Background: an optimization exercise with open tools, aiming at small area, a short achievable clock period and few clock cycles per item. Do not read the settings as production practice.
The RTL was checked by simulation tests, not by an equivalence proof against the original design.

run 1:
Design five_phase_stepper_follower, start of the top module:
module five_phase_stepper_follower #(
	parameter int unsigned CURVE_POINTS = 6
) (
	input  logic                      clk,
	input  logic                      arst_n,
	input  logic                      item_valid,
	output logic                      item_ready,
	input  logic signed [COUNT_W-1:0] item_target_count,
	output logic                      result_valid,
	input  logic                      result_ready,
	output logic signed [COUNT_W-1:0] result_position,
	output logic [PHASE_W-1:0]        result_phase_index,
	output logic [DUTY_W-1:0]         result_duty_a,
	output logic [DUTY_W-1:0]         result_duty_b,
	output logic [DUTY_W-1:0]         result_duty_c,
	output logic [DUTY_W-1:0]         result_duty_d,
	output logic [DUTY_W-1:0]         result_duty_e,
	input  logic                      cfg_valid,
	output logic                      cfg_ready,
	input  logic [CFG_IDX_W-1:0]      cfg_index,
  ...
For scale: roughly 12,000 cells after synthesis, ~200 I/O pins, about 120,000 um2 of cells after synthesis.
make LEC_CHECK=0 CAP_MARGIN=20 CORE_MARGIN=2 CORE_UTILIZATION=62 SETUP_SLACK_MARGIN=5 SLEW_MARGIN=20 finish   # period 11.0 ns
run.sh (not shown) runs the stock make flow with config.mk's settings and CLKGATE_MAP_FILE= SYNTH_SCRIPT=/design/flow/synth_recipe.tcl, a recipe that flattens the netlist after the stock synthesis.
Run 1: done, clean on timing, DRC and antenna
Testbench counts of run 1, summed over its fixed seeds: cycles 10,560, items 9,600.
Changes in run 2 relative to run 1:
==> flow/flow/run.sh (new file) <==
#!/bin/bash
set -euo pipefail
bash standard.sh SETUP_SLACK_MARGIN=6.0 finish > standard.log 2>&1
==> flow/standard.sh (new file) <==
#!/bin/bash
# synth_recipe.tcl (not shown) runs the flow's synth.tcl, then flattens the netlist and writes it again
# the make line also repeats each setting of config.mk as NAME=value (left out here)
make -C /OpenROAD-flow-scripts/flow DESIGN_CONFIG=/design/flow/config.mk WORK_HOME=/design/flow/orfs CLKGATE_MAP_FILE= SYNTH_SCRIPT=/design/flow/synth_recipe.tcl "${@:-finish}"
--- a/flow/config.mk
+++ b/flow/config.mk
@@ -10,3 +10,2 @@
 export CORE_UTILIZATION = 62
-export SETUP_SLACK_MARGIN = 5
 export SLEW_MARGIN = 20
removed: flow/run.sh
[summary]
Run comparison: run 2 end of the critical path dv_rem[7][20]; run 1 end of the critical path item_ready. Delta (run 2 minus run 1): critical path depth has increased, pin count of the biggest net entering global routing has decreased, final critical-path share of the clock period has decreased. From run 1 to run 2 the numbers moved as follows: global-route wire length before repair increased by 7.7 mm relative to the old numbers. Lower sequential fraction of total cell area was reported by run 2, not run 1. Per the comparison of run 2 with run 1, core footprint ~0 delta, post-detailed-route wirelength per cell rose about 0.9%, non-clock buffer count up 255. Run 1 vs run 2, start point of the critical path: result_ready vs dv_w[6][15].
For run 3, these inputs were changed with respect to run 2:
==> flow/flow/run.sh <==
#!/bin/bash
set -euo pipefail
bash standard.sh SETUP_SLACK_MARGIN=5.5 finish > standard.log 2>&1
[summary]
- Status | run 3 and run 2 | clean
- Count of clock-buffer cells in the layout of run 3 exceeds that of run 2 by a few percent.
- | global-route track usage on met2 | run 3 vs run 2 | 1.4 points lower |
- Diff run 2 -> run 3: number of setup violations in the final report neither gained nor lost much; clock latency of the later-clocked register in the worst-skew pair picked up an extra 30 ps; routed wire length lost 1.3%; net total in the final layout lost about 1%; non-clock buffer count lost 23%.
- Sort run 3 and run 2 by worst reg-to-reg setup slack, ascending, and run 3 comes first.
- Number of inserted diodes delta for run 3 relative to run 2: about 10% higher
- The half-perimeter wire length of the detailed placement result of run 2 and that of run 3 are within noise of each other.
- Compared run 3 vs run 2, and clock-cell share of area is up in run 3.
Changes in run 4 relative to run 3:
==> flow/flow/run.sh <==
#!/bin/bash
set -euo pipefail
bash standard.sh SETUP_SLACK_MARGIN=6.5 finish > standard.log 2>&1
==> notes.md <==
Compared with run 3, run 4 shows post-CTS setup-driven buffer insertion count that has gone up by more than 100%. Looking at run 4 and run 3, the cell count after placement is a wash. Run 3 → run 4: post-synthesis cell count was more or less identical. From run 3 to run 4 the numbers moved as follows: wire length of the first global-routing pass climbed about 6%; layout overhead on the synthesized area climbed 7.0 points. Per the comparison of run 4 with run 3, utilization of the core after routing now larger, clock-buffer cell count shows a reduction of 5, register-to-register slack picked up an extra 170 ps.

* * *

Another version of the RTL of five_phase_stepper_follower (not shown whole).
Size in the first run: ~12,000 cells after synthesis, ~1,800 flip-flops, about 120,000 um2 of cells after synthesis.
Settings: LEC_CHECK=0, CAP_MARGIN=20, CORE_MARGIN=2, CORE_UTILIZATION=55, SETUP_SLACK_MARGIN=4, SLEW_MARGIN=20; clock period 11.0 ns.
Stock flow here: none of the scripts above is used.
Testbench counts at the start, summed over its fixed seeds: cycles 10,560, items 9,600.
Edit:
ABC_AREA = 1   (was unset)
SETUP_SLACK_MARGIN = 5   (was 4)
- The changed run completed without violations
- wire length increases by 31%
- worst setup slack improves by 0.62 ns
- clock skew increases by 0.037 ns
- core utilization increases by 0.16 points
- critical path depth decreases by 22
- global-route usage increases by 6.2 points
- die area increases by 6.9%
- sequential cell count is unchanged
Edit:
ABC_AREA = unset   (was 1)
The changed run finished clean.
Die area drops by a few percent.
Synthesized area shrinks by a few percent.
Global-route usage went down by 6.1 points.
Cell area drops by a few percent.
Non-clock buffer count came out higher by 37.
Setup slack gains 0.040 ns.
Clock skew is lower by 0.035 ns.

## re-timing with driven ports
No port has a modelled driver above. Below, the same layouts with a new extraction and two added sets of constraints. Step 1 (the two cells are an assumption about what drives the block):
set clk [get_ports {clk}]
set_driving_cell -lib_cell sky130_fd_sc_hd__clkbuf_16 $clk
set_driving_cell -lib_cell sky130_fd_sc_hd__buf_2 [delete_from_list [all_inputs] $clk]
Step 2 adds t to the input delays and takes it off the output delays; t is the mean of the earliest and latest rising clock arrival at the registers after step 1. Input paths then give back, and output paths get back, about the clock's delay inside the block. a / b / c = ideal ports / drivers / drivers and shift; a / b = the first two.
run | shift t [ns] | setup slack, ns | worst hold slack (ns) | worst setup path at the end | worst slew at a driven data input, ns
run 1 | 0.953 | 5.086 / 5.063 / 4.460 | 0.357 / 0.357 / 0.357 | input to register | 0.22
run 2 | 0.931 | 5.602 / 5.602 / 5.343 | 0.377 / 0.377 / 0.377 | input to register | 0.22
run 3 | 0.945 | 5.380 / 5.380 / 4.820 | 0.364 / 0.364 / 0.364 | input to register | 0.21
run 4 | 0.946 | 5.553 / 5.553 / 5.553 | 0.362 / 0.362 / 0.362 | register to register | 0.23
the first run of note 2 | 0.930 | 4.437 / 4.437 / 4.437 | 0.396 / 0.396 / 0.396 | register to register | 0.18
the second run of note 2 | 0.953 | 5.060 / 5.015 / 4.726 | 0.392 / 0.392 / 0.392 | input to register | 0.08
the third run of note 2 | 0.934 | 5.100 / 5.076 / 5.076 | 0.396 / 0.396 / 0.396 | input to output | 0.18
After both steps setup and hold are still met in every run listed. For run 1, which loses most, drivers alone change the setup slack by -0.023 ns; drivers and shift together by -0.626 ns.
